What follows belongs to an exercise in optimizing a design on an open flow for small area and a short achievable clock period; a production flow would make more cautious choices.
Function was not checked in any run shown here: the RTL went through the layout flow alone.
Power is estimated from default activity; no workload was simulated.

==> flow/design.v <==
module letter_tx_queue #(
    parameter int unsigned WIDTH        = 5,
    parameter int unsigned DEPTH        = 1000,
    parameter int unsigned OVERWRITE    = 0,
    parameter int unsigned BUSY_TIMEOUT = 1000
) (
    input  logic                       clk_in,
    input  logic                       rst_in,
    input  logic                       flush_in,
    input  logic                       data_valid_in,
    input  logic [WIDTH-1:0]           data_in,
    input  logic                       tx_busy_in,
    output logic                       tx_valid_out,
    output logic [WIDTH-1:0]           tx_data_out,
    output logic                       full_out,
    output logic                       empty_out,
    output logic [$clog2(DEPTH+1)-1:0] count_out,
    output logic                       overflow_out,
    output logic                       timeout_out
);
    localparam int unsigned CNT_W = $clog2(DEPTH + 1);
    localparam int unsigned TMR_W = $clog2(BUSY_TIMEOUT + 1);
    localparam int unsigned RL    = 20;              
    localparam int unsigned PD    = 5;               
    localparam int unsigned NR    = DEPTH / RL;      
    localparam int unsigned SW    = $clog2(RL);
    localparam int unsigned GW    = (NR > 1) ? $clog2(NR) : 1;
    localparam int unsigned MW    = (PD > 1) ? $clog2(PD) : 1;
    localparam int unsigned NW    = $clog2(PD + 1);
    typedef enum logic [2:0] {IDLE, FETCH, ISSUE, WAIT_BUSY, WAIT_DONE} state_t;
    state_t           state_q, state_next;
    logic [TMR_W-1:0] timer_q;
    logic [CNT_W-1:0] count_next;
    logic             pop_c, push_c, drop_c, timeout_c;
    logic [SW-1:0]    ph_q;                  
    logic [GW-1:0]    wr_g_q;                
    logic [SW-1:0]    wr_s_q;
    logic [GW-1:0]    wp_g_q;                
    logic [GW-1:0]    fp_g_q;                
    logic [SW-1:0]    fp_s_q;
    logic [MW-1:0]    rd_m_q;                
    logic [NW-1:0]    npf_q;                 
    logic [CNT_W-1:0] nf_q;                  
    logic [RL-1:0][WIDTH-1:0] pb_q;          
    logic [RL-1:0]            pv_q;          
    logic [PD-1:0][WIDTH-1:0] pf_q;          
    logic [RL-1:0][NR-1:0][WIDTH-1:0] ring_q;
    logic             we_c, fpend_c, fvis_c, fetch_c;
    logic [WIDTH-1:0] wdata_c, fdata_c;
    logic [MW-1:0]    fp_m_c;
    logic [WIDTH-1:0] tree_c [2**(GW+1)];
    always_comb begin
        for (int i = 0; i < 2**GW; i++)
            tree_c[2**GW + i] = (i < NR) ? ring_q[0][i] : '0;
        for (int l = GW - 1; l >= 0; l--)
            for (int i = 2**l; i < 2**(l+1); i++)
                tree_c[i] = fp_g_q[GW-1-l] ? tree_c[2*i+1] : tree_c[2*i];
    end
    always_comb begin
        state_next = state_q;
        timeout_c  = 1'b0;
        pop_c      = 1'b0;
        count_next = count_out;
        unique case (state_q)
            IDLE:      if (count_out != '0) state_next = FETCH;
            FETCH:     state_next = ISSUE;
            ISSUE: begin
                pop_c      = 1'b1;
                state_next = WAIT_BUSY;
            end
            WAIT_BUSY: begin
                if (tx_busy_in) begin
                    state_next = WAIT_DONE;
                end else if (timer_q >= TMR_W'(BUSY_TIMEOUT - 1)) begin
                    timeout_c  = 1'b1;
                    state_next = IDLE;
                end
            end
            WAIT_DONE: if (!tx_busy_in) state_next = IDLE;
            default:   state_next = IDLE;
        endcase
        push_c = data_valid_in && (!full_out || pop_c);
        drop_c = data_valid_in && full_out && !pop_c;
        if (push_c && !pop_c) count_next = count_out + CNT_W'(1);
        else if (!push_c && pop_c) count_next = count_out - CNT_W'(1);
    end
    always_comb begin
        wdata_c = pb_q[ph_q];
        we_c    = pv_q[ph_q];
    end
    always_comb begin
        fpend_c = pv_q[fp_s_q] && (nf_q <= CNT_W'(RL));
        fvis_c  = ((fp_s_q == SW'(RL - 1)) ? '0 : fp_s_q + SW'(1)) == ph_q;
        fetch_c = (npf_q < NW'(PD)) && (nf_q != '0) && (fpend_c || fvis_c);
        fdata_c = fpend_c ? pb_q[fp_s_q] : tree_c[1];
        fp_m_c  = MW'(fp_s_q % SW'(PD));
    end
    always_ff @(posedge clk_in or negedge rst_in) begin
        if (!rst_in) begin
            state_q      <= IDLE;
            ph_q         <= '0;
            wr_g_q       <= '0;
            wr_s_q       <= '0;
            wp_g_q       <= '0;
            fp_g_q       <= '0;
            fp_s_q       <= '0;
            rd_m_q       <= '0;
            npf_q        <= '0;
            nf_q         <= '0;
            pv_q         <= '0;
            timer_q      <= '0;
            count_out    <= '0;
            full_out     <= 1'b0;
            empty_out    <= 1'b1;
            tx_valid_out <= 1'b0;
            tx_data_out  <= '0;
            overflow_out <= 1'b0;
            timeout_out  <= 1'b0;
        end else begin
            ph_q <= (ph_q == SW'(RL - 1)) ? '0 : ph_q + SW'(1);
            if (flush_in) begin
                state_q      <= IDLE;
                wr_g_q       <= '0;
                wr_s_q       <= '0;
                wp_g_q       <= '0;
                fp_g_q       <= '0;
                fp_s_q       <= '0;
                rd_m_q       <= '0;
                npf_q        <= '0;
                nf_q         <= '0;
                pv_q         <= '0;
                timer_q      <= '0;
                count_out    <= '0;
                full_out     <= 1'b0;
                empty_out    <= 1'b1;
                tx_valid_out <= 1'b0;
                overflow_out <= 1'b0;
                timeout_out  <= 1'b0;
            end else begin
                state_q <= state_next;
                for (int k = 0; k < RL; k++) begin
                    if (push_c && wr_s_q == SW'(k)) pv_q[k] <= 1'b1;
                    else if (we_c && ph_q == SW'(k)) pv_q[k] <= 1'b0;
                end
                if (we_c && ph_q == SW'(RL - 1))
                    wp_g_q <= (wp_g_q == GW'(NR - 1)) ? '0 : wp_g_q + GW'(1);
                if (push_c) begin
                    if (wr_s_q == SW'(RL - 1)) begin
                        wr_s_q <= '0;
                        wr_g_q <= (wr_g_q == GW'(NR - 1)) ? '0 : wr_g_q + GW'(1);
                    end else begin
                        wr_s_q <= wr_s_q + SW'(1);
                    end
                end
                if (fetch_c) begin
                    if (fp_s_q == SW'(RL - 1)) begin
                        fp_s_q <= '0;
                        fp_g_q <= (fp_g_q == GW'(NR - 1)) ? '0 : fp_g_q + GW'(1);
                    end else begin
                        fp_s_q <= fp_s_q + SW'(1);
                    end
                end
                if (pop_c) rd_m_q <= (rd_m_q == MW'(PD - 1)) ? '0 : rd_m_q + MW'(1);
                npf_q <= npf_q + NW'(fetch_c) - NW'(pop_c);
                nf_q  <= nf_q + CNT_W'(push_c) - CNT_W'(fetch_c);
                timer_q      <= (state_q == ISSUE || state_q == WAIT_BUSY) ? timer_q + TMR_W'(1) : '0;
                count_out    <= count_next;
                full_out     <= (count_next == CNT_W'(DEPTH));
                empty_out    <= (count_next == '0);
                tx_valid_out <= (state_q == FETCH);
                if (state_q == FETCH) tx_data_out <= pf_q[rd_m_q];
                if (drop_c) overflow_out <= 1'b1;
                timeout_out  <= timeout_c;
            end
        end
    end
    always_ff @(posedge clk_in) begin
        for (int k = 0; k < RL; k++)
            if (wr_s_q == SW'(k)) pb_q[k] <= data_in;
        for (int m = 0; m < PD; m++)
            if (fetch_c && fp_m_c == MW'(m)) pf_q[m] <= fdata_c;
    end
    always_ff @(posedge clk_in) begin
        for (int g = 0; g < NR; g++) begin
            ring_q[0][g] <= (we_c && wp_g_q == GW'(g)) ? wdata_c : ring_q[RL-1][g];
            for (int k = 1; k < RL; k++) ring_q[k][g] <= ring_q[k-1][g];
        end
    end
endmodule
==> flow/run.sh <==
#!/bin/bash
# synth_recipe.tcl (not shown) runs the flow's synth.tcl, then flattens the netlist and writes it again
# the make line also repeats each setting of config.mk as NAME=value (left out here)
make -C /OpenROAD-flow-scripts/flow DESIGN_CONFIG=/design/flow/config.mk WORK_HOME=/design/flow/orfs CLKGATE_MAP_FILE= SYNTH_SCRIPT=/design/flow/synth_recipe.tcl finish
==> flow/config.mk <==
export PLATFORM = sky130hd
export DESIGN_NAME = letter_tx_queue
export DESIGN_NICKNAME = letter_tx_queue
export VERILOG_FILES = /design/flow/design.v
export SDC_FILE = /design/flow/constraint.sdc
export NUM_CORES = 4
export LEC_CHECK = 0
export ABC_CLOCK_PERIOD_IN_PS = 2800
export CAP_MARGIN = 20
export CORE_MARGIN = 2
export CORE_UTILIZATION = 55
export CTS_BUF_LIST = sky130_fd_sc_hd__clkbuf_8
export CTS_CLUSTER_SIZE = 24
export SETUP_SLACK_MARGIN = 3.0
export SLEW_MARGIN = 20
export SYNTH_MEMORY_MAX_BITS = 8192
==> flow/constraint.sdc <==
create_clock -name core_clock -period 5.8 [get_ports {clk_in}]
set_input_delay 1.1600 -clock core_clock [delete_from_list [all_inputs] [get_ports {clk_in}]]
set_output_delay 1.1600 -clock core_clock [all_outputs]
set_load 0.01 [all_outputs]
==> results of run 1 <==
-- per-layer routing --
metal	track usage, %	routed length, microns
met2	24.2	86600
met4	7.22	6240
met5	0	22
met3	4.48	9830
met1	23.6	94200
-- cells by family after synthesis --
group	Yosys count	share of synthesized area, %
muxes	161	2.83
AOI/OAI and AO/OA	463	2.27
DFF	5221	91.1
and+or+nand+nor	622	2.45
buffers and inverters	165	0.604
adders and majority gates	48	0.528
xor gates and xnor gates	30	0.225
-- synthesized netlist by cell type (8+ instances only) --
library cell and count:
sky130_fd_sc_hd__edfxtp_1 125, sky130_fd_sc_hd__nand2_2 30, sky130_fd_sc_hd__inv_1 39, sky130_fd_sc_hd__mux2i_1 22, sky130_fd_sc_hd__a211oi_1 31, sky130_fd_sc_hd__nand2_1 294, sky130_fd_sc_hd__nor3_1 20, sky130_fd_sc_hd__dfxtp_1 5000
sky130_fd_sc_hd__nor2_2 10, sky130_fd_sc_hd__buf_2 26, sky130_fd_sc_hd__mux4_2 135, sky130_fd_sc_hd__nand2b_1 10, sky130_fd_sc_hd__a22oi_1 20, sky130_fd_sc_hd__and2_0 8, sky130_fd_sc_hd__xnor2_1 19, sky130_fd_sc_hd__and3_1 24
sky130_fd_sc_hd__nor2b_1 36, sky130_fd_sc_hd__buf_1 9, sky130_fd_sc_hd__o21ai_0 257, sky130_fd_sc_hd__a21oi_1 85, sky130_fd_sc_hd__nor2_1 114, sky130_fd_sc_hd__nand3_1 31, sky130_fd_sc_hd__xor2_1 11, sky130_fd_sc_hd__dfrtp_1 95
sky130_fd_sc_hd__clkbuf_1 76, sky130_fd_sc_hd__ha_1 46, sky130_fd_sc_hd__a21oi_2 10, sky130_fd_sc_hd__o22ai_1 10
-- critical path, delay by kind of cell (launching register included) --
kind	cells	cell delay, ps
XOR/XNOR	1	120
AND/OR/NAND/NOR	3	450
adder cells (fa/ha/maj)	4	790
buffers and inverters	3	260
AO/OA/AOI/OAI	8	1380
flip-flops	1	460
-- timing repair --
item,4_1_cts,5_1_grt
setup endpoints to repair,359,326
resized for setup,238,680
setup buffers,67,113
hold endpoints to repair,0,0
pin swaps,40,201
cloned,5,71
-- layout by cell type, fill, tap and decap left out, types with 21 or more instances in the layout --
cell and count:
sky130_fd_sc_hd__o21ai_2 114, sky130_fd_sc_hd__dfrtp_1 71, sky130_fd_sc_hd__nand2_8 53, sky130_fd_sc_hd__edfxtp_1 125, sky130_fd_sc_hd__a21oi_2 30, sky130_fd_sc_hd__nor2_1 106, sky130_fd_sc_hd__nand3_1 26, sky130_fd_sc_hd__inv_1 287
sky130_fd_sc_hd__nor2b_1 33, sky130_fd_sc_hd__o21ai_1 49, sky130_fd_sc_hd__buf_12 53, sky130_fd_sc_hd__dfrtp_2 21, sky130_fd_sc_hd__ha_1 37, sky130_fd_sc_hd__nand2_2 46, sky130_fd_sc_hd__clkinv_2 58, sky130_fd_sc_hd__clkbuf_8 930
sky130_fd_sc_hd__mux4_2 135, sky130_fd_sc_hd__dfxtp_1 5000, sky130_fd_sc_hd__o21ai_0 90, sky130_fd_sc_hd__buf_6 63, sky130_fd_sc_hd__a21oi_1 58, sky130_fd_sc_hd__clkbuf_16 21, sky130_fd_sc_hd__nand2_1 237, sky130_fd_sc_hd__buf_4 104
-- per-stage QoR --
stage	worst slack, ps	area [sq um]	utilization, %	instances	hold slack [ps]
floorplan	2080	117000	-	6710	310
global placement	1300	120000	56.9	9472	310
detailed placement	1350	120000	56.9	9472	312
CTS	2140	136000	64.5	10830	85.7
global route	2100	141000	66.6	11015	193
finish	2260	141000	66.6	11020	212
-- state kept, by name (all words and copies together), names as in the netlist, 5 cells and up --
signal	count
wp_g_q	6
ph_q	5
fp_g_q	6
ring_q	5000
nf_q	10
count_out	10
wr_s_q	5
pv_q	20
pf_q	25
pb_q	100
tx_data_out	5
timer_q	10
fp_s_q	5
-- worst paths after layout --
kind	end	from	cells after the start	slack, ps
min reg2reg	ring_q[4740]	ring_q[4490]	0	260
max in group asynchronous	fp_s_q[2]	rst_in	2	4460
max reg2reg	nf_q[8]	fp_s_q[0]	19	2260
min in group core_clock	ring_q[4740]	ring_q[4490]	0	260
max	nf_q[8]	fp_s_q[0]	19	2260
min	wr_s_q[3]	rst_in	1	210
-- area by class of cell --
class | instances | area share, %
Sequential cell | 5221 | 75.4
Multi-Input combinational cell | 1364 | 8.83
Antenna cell | 6 | 0.0107
Tap cell | 2821 | 2.50
Timing Repair Buffer | 278 | 2.64
Clock buffer | 930 | 9.08
Clock inverter | 356 | 1.37
Inverter | 44 | 0.131
-- report_power, final --
group / internal [mW] / switching, mW / leakage [nW]
Sequential: 36.2 / 0.124 / 42.6
Combinational: 0.863 / 0.823 / 5.61
Clock: 15.0 / 12.5 / 8.53
Total: 52.0 / 13.5 / 56.8
==> impl_metrics.json, run 1 <==
{
  "io-pin-count": 30,
  "cts-root-buf": "sky130_fd_sc_hd__clkbuf_8",
  "clock_insertion_delay_worst_skew_ps": 1070,
  "finalWeightedCongestion": 0.760,
  "synthDominantCellAreaShare_pct": 85.8,
  "async_reset_ff_share_pct": 1.84,
  "synth_warnings": 2,
  "sequential_cell_area_fraction_in_the_yosys_report_pct": 91.1,
  "die_width_microns": 465,
  "ys_top_cells_by_area": "sky130_fd_sc_hd__dfxtp_1, sky130_fd_sc_hd__edfxtp_1, sky130_fd_sc_hd__mux4_2",
  "cp-end-kind": "register",
  "fin_nets": 7702,
  "grt_max_degree": 60,
  "drive_gt1_share_pct": 23.1,
  "vdd.ir_drop.worst_v": 0.000345,
  "p_total_mw": 65.5,
  "nFillCells": 14545,
  "design.die.area_sq_um": 216000,
  "synthCells": 6710,
  "finalSetupTns_ps": 0,
  "path_class": "register to register",
  "wire_per_inst_microns": 17.9,
  "dp_hpwl_microns": 99300,
  "synth-seq-cells": 5221,
  "final.min_clock_period_ps": 3540,
  "report.final.slew_viol_count": 7,
  "number_of_endpoints_failing_setup_at_the_final_stage": 0,
  "max-clock-path-buffers": 4,
  "drv.max_cap_violation_count": 1,
  "timing.critical_path.required_ps": 6730,
  "cts.htree.levels": 6,
  "final_hold_viol_count": 0,
  "static-leakage-power_nw": 56.8,
  "failed_layout_checks": "capacitance limit, slew limit",
  "initial_utilization_pct": 55.2,
  "die-height_microns": 465,
  "placement_rows": 169,
  "rsz_0062_raised_after_global_routing": "true",
  "tritoncts": "built",
  "layout-area-overhead-vs-synth_pct": 20.8,
  "avgSynthCellArea_sq_um": 17.4,
  "powerDensity_nw_per_um2": 465,
  "residual_drc": 0,
  "worst_min_path_class": "input pin to async pin",
  "post_synth_num_cell_types": 69,
  "final-seq-area_sq_um": 106000,
  "slowest_delay_ps": 460,
  "final.setup_skew_ps": 74.5,
  "achievable_freq_ghz": 0.283,
  "holdBufCountCts": 0,
  "antenna_nets_post_route": 0,
  "core_region_area_sq_um": 211000,
  "grt_usage_pct": 16.7,
  "clk_transition_reported_paths_ps": 60,
  "starting_drc_count_in_detailed_routing": 2637,
  "worst_path_most_repeated_cell": "sky130_fd_sc_hd__ha_4",
  "slowest_stage": "sky130_fd_sc_hd__dfrtp_2",
  "startpoint_type": "register",
  "drt_first_pass_iters": 6,
  "antenna_found_initial": 19,
  "first_pass_grt_wire_length_microns": 274000,
  "post-route-period-util_pct": 61.0,
  "cts_inserted_buffers": 735,
  "transition_time_at_the_pin_with_the_least_slew_margin_ps": 1620,
  "cts.sinks": 5221,
  "mappedNetlistArea_sq_um": 117000,
  "arrival_ps": 4470,
  "postSynth.topFlopCell": "sky130_fd_sc_hd__dfxtp_1",
  "crit_fanout": 4,
  "outcome": "finished with violations",
  "timing.max_slew.rel_slack_pct": -8.09,
  "via_count": 49282,
  "post_drt_via_cell_ratio": 4.47,
  "multiInputGateArea_sq_um": 12400,
  "synth_enable_flop_cells": 125,
  "port_buffers": 29,
  "grt.overflow.total": 0,
  "path_cells": "ha_4 -> nor4bb_4 -> buf_4 -> o21a_1 -> nor4_2 -> o211ai_1 -> a21o_4 -> inv_8 -> ha_4 -> inv_2 -> ha_4 -> fa_2 -> a21oi_2 -> o21bai_2 -> a21oi_2 -> o21bai_2 -> a31o_4 -> xnor2_2 -> nor2_1",
  "syn-num-nets": 6768,
  "post-synth-top-area-cell": "sky130_fd_sc_hd__dfxtp_1",
  "first_global_vias": 48708,
  "detail_route.wirelength_microns": 197000
}
==> run 2, diff against run 1 <==
==> flow/config.mk (replaced) <==
export PLATFORM = sky130hd
export DESIGN_NAME = letter_tx_queue
export DESIGN_NICKNAME = letter_tx_queue
export VERILOG_FILES = /design/flow/design.v
export SDC_FILE = /design/flow/constraint.sdc
export NUM_CORES = 4
export LEC_CHECK = 0
export CAP_MARGIN = 20
export CORE_MARGIN = 2
export CORE_UTILIZATION = 40
export SLEW_MARGIN = 20
export SYNTH_MEMORY_MAX_BITS = 8192
==> impl_metrics.json, run 2 <==
{
  "switching_share_pct": 19.5,
  "regToRegStartpoint": "fp_s_q[0]",
  "post-route-period-util_pct": 84.5,
  "residual_drc": 0,
  "via_count": 45666,
  "grt.overflow.total": 0,
  "transition_time_at_the_pin_with_the_least_slew_margin_ps": 1080,
  "post-synth-top-count-cell": "sky130_fd_sc_hd__dfxtp_1",
  "clk_transition_reported_paths_ps": 60,
  "tritoncts": "built",
  "synth-seq-cells": 5221,
  "wire_per_inst_microns": 15.1,
  "total_switching_power_mw": 13.1,
  "detail_route.wirelength_microns": 171000,
  "ys_top_cells_by_area": "sky130_fd_sc_hd__dfxtp_1, sky130_fd_sc_hd__edfxtp_1, sky130_fd_sc_hd__mux4_2",
  "max_ffs_per_register": 5000,
  "final_design_area_no_fill_sq_um": 137000,
  "number_of_endpoints_failing_setup_at_the_final_stage": 0,
  "grt_usage_pct": 11.6,
  "finalWeightedCongestion": 0.792,
  "clock_network_power_share_pct": 44.3,
  "postSynth.topFlopCell": "sky130_fd_sc_hd__dfxtp_1",
  "timing.final.ws_setup_ps": 898,
  "outcome": "timing/DRC/antenna clean",
  "final_hold_viol_count": 0,
  "report.final.slew_viol_count": 0,
  "arrival_ps": 5650,
  "setup_slack_on_the_worst_flop_to_flop_path_ps": 900,
  "achievable_freq_ghz": 0.204,
  "timing.hold.worst_path_depth": 0,
  "die-height_microns": 544,
  "antenna_found_initial": 12,
  "holdBufCountCts": 0,
  "crit_fanout": 17,
  "min_delay_worst_endpoint": "ring_q[1799]",
  "first_pass_grt_wire_length_microns": 266000,
  "cts.sinks": 5221,
  "vdd.ir_drop.worst_v": 0.000312,
  "synth_enable_flop_cells": 125,
  "layout_commonest_cell": "sky130_fd_sc_hd__dfxtp_1",
  "port_buffers": 29,
  "avgSynthCellArea_sq_um": 17.4,
  "post-synth-top-area-cell": "sky130_fd_sc_hd__dfxtp_1",
  "final.min_clock_period_ps": 4900,
  "drt_first_pass_iters": 5,
  "design.die.area_sq_um": 296000,
  "sequential_cell_area_fraction_in_the_yosys_report_pct": 91.1,
  "yosys-top-cells-count": "sky130_fd_sc_hd__dfxtp_1, sky130_fd_sc_hd__nand2_1, sky130_fd_sc_hd__o21ai_0",
  "largestRegisters": "ring_q (5000), pb_q (100), pf_q (25)",
  "pre_cts_ws_ps": 960,
  "post_drt_via_cell_ratio": 4.02,
  "core_region_area_sq_um": 291000,
  "clock_insertion_delay_worst_skew_ps": 900,
  "worst-r2r-cell-count": 18,
  "postCtsSetupBuffers": 0,
  "cts.htree.levels": 5,
  "drive_gt1_share_pct": 13.0,
  "synthDominantCellAreaShare_pct": 85.8,
  "sequentialPowerShare_pct": 54.0,
  "cts_inserted_buffers": 442,
  "holdCritStartpoint": "ring_q[1549]",
  "placement_rows": 198,
  "dp_hpwl_microns": 99200,
  "synth_warnings": 2,
  "timing.critical_path.required_ps": 6550,
  "combinational_share_of_power_pct": 1.7,
  "static-leakage-power_nw": 53.5,
  "r2r_end": "nf_q[9]",
  "startpoint_type": "register",
  "layout-area-overhead-vs-synth_pct": 17.2,
  "cts-root-buf": "sky130_fd_sc_hd__clkbuf_16",
  "max-clock-path-buffers": 4,
  "starting_drc_count_in_detailed_routing": 2240,
  "p_total_mw": 67.1,
  "powerDensity_nw_per_um2": 491,
  "place_area_sq_um": 122000,
  "grt_max_degree": 69,
  "nFillCells": 24257,
  "async_reset_ff_share_pct": 1.84,
  "mappedNetlistArea_sq_um": 117000,
  "finalSetupTns_ps": 0,
  "post-route-util_pct": 47.0,
  "rsz_0062_raised_after_global_routing": "false",
  "drv.max_cap_violation_count": 0,
  "first_global_vias": 46435,
  "die_width_microns": 544,
  "post_synth_num_cell_types": 69,
  "timing.max_slew.rel_slack_pct": 28.3,
  "number_of_instances_resized_during_post_cts_repair": 0,
  "antenna_nets_post_route": 0,
  "regMostFlops": "ring_q",
  "worst_min_path_class": "register to register",
  "most-common-layout-cells": "sky130_fd_sc_hd__dfxtp_1, sky130_fd_sc_hd__clkbuf_16, sky130_fd_sc_hd__nand2_1, sky130_fd_sc_hd__o21ai_0, sky130_fd_sc_hd__mux4_2",
  "synthCells": 6710,
  "initial_utilization_pct": 40.1,
  "final.setup_skew_ps": 57.0,
  "io-pin-count": 30,
  "internal_power_mw": 54.0,
  "fin_nets": 7153,
  "cp-end-kind": "register",
  "syn-num-nets": 6768,
  "path_class": "register to register"
}
## run 2: cell families after synthesis
kind of cell             count (synthesis)  share of synthesized area [%]
AND/OR/NAND/NOR                        622                           2.45
buffers and inverters                  165                          0.604
AO/OA/AOI/OAI                          463                           2.27
multiplexers                           161                           2.83
XOR/XNOR                                30                          0.225
adder cells (fa/ha/maj)                 48                          0.528
flip-flops                            5221                           91.1
## run 2: per-stage QoR
stage               instances  hold slack [ps]
finish                  11370              271
CTS                     11361              258
detailed placement      10551              312
global route            11362              267
global placement        10551              310
floorplan                6710              310
## run 2: worst max path at each step
stage / start / end / slack, ps
floorplan: fp_s_q[0] / nf_q[9] / 1010
global placement: fp_s_q[0] / nf_q[9] / 850
detailed placement: fp_s_q[0] / nf_q[9] / 960
CTS: fp_s_q[0] / nf_q[9] / 940
global route: fp_s_q[0] / nf_q[9] / 400
finish: fp_s_q[0] / nf_q[9] / 900
## run 2: area by class of cell
cell class	count	area (sq um)	area share (%)
repair buffers	62	531	0.388
well taps	3900	4880	3.57
diodes	9	22.5	0.0165
clock inverters	184	2240	1.64
inverters	44	165	0.121
clock buffers	626	12900	9.40
flip-flops and latches	5221	106000	77.7
multi-input cells	1324	9730	7.12
## run 2: layer usage
layer / GRT usage (%) / vias to the layer above / part of all wire [%]
met4: 3.97 / 0 / 2.4
met3: 2.61 / 311 / 4.5
li1: - / 22589 / -
met1: 16.4 / 21950 / 50
met2: 17.5 / 816 / 43
met5: 0 / - / 0
## run 2: power groups by stage
stage / Clock (mW) / Combinational, mW / Sequential (mW)
4_1_cts: 30.5 / 1.17 / 36.2
3_5_place_dp: 0 / 1.16 / 37.1
5_1_grt: 32.0 / 1.28 / 36.2
3_3_place_gp: 0 / 1.17 / 37.0
6_report: 29.7 / 1.15 / 36.2
2_1_floorplan: 0 / 0.811 / 37.0
## run 2: critical path: stages (launching register included)
cell	delay, ps
sky130_fd_sc_hd__dfrtp_2	630
sky130_fd_sc_hd__ha_1	390
sky130_fd_sc_hd__nor4bb_1	360
sky130_fd_sc_hd__buf_4	210
sky130_fd_sc_hd__nor3_1	50
sky130_fd_sc_hd__nor4_1	200
sky130_fd_sc_hd__o211ai_1	230
sky130_fd_sc_hd__a21o_1	320
sky130_fd_sc_hd__inv_2	200
sky130_fd_sc_hd__ha_1	190
sky130_fd_sc_hd__inv_1	70
sky130_fd_sc_hd__ha_1	280
sky130_fd_sc_hd__a21o_1	170
sky130_fd_sc_hd__a21oi_1	220
sky130_fd_sc_hd__o21bai_1	120
sky130_fd_sc_hd__a2111oi_0	740
sky130_fd_sc_hd__o41ai_1	180
sky130_fd_sc_hd__xor2_1	170
sky130_fd_sc_hd__nor2_1	50

==> separate check: timing with driven ports <==
In the flow no input, the clock included, has a driving cell. The finished layouts below were timed again as built, in two steps.
Step 1 sets driving cells, clkbuf_16 on the clock port and buf_2 on the other inputs (assumed; they add their load-dependent delay and slew).
Step 2 moves the port delays by t, midway between the first and last clock arrival at a register: inputs arrive t later, outputs are due t later. That takes back most of the time a late clock gives input paths.
Slacks: ideal / step 1 / step 2; pairs: ideal / step 1.
| run | shift t [ns] | setup slack, ns | worst hold slack (ns) |
|---|---|---|---|
| run 1 | 1.120 | 2.261 / 2.261 / 1.883 | 0.212 / 0.153 / 0.257 |
| run 2 | 0.972 | 0.898 / 0.898 / 0.898 | 0.271 / 0.271 / 0.271 |
For run 1, which loses most, drivers alone change the setup slack by 0.000 ns; drivers and shift together by -0.378 ns.
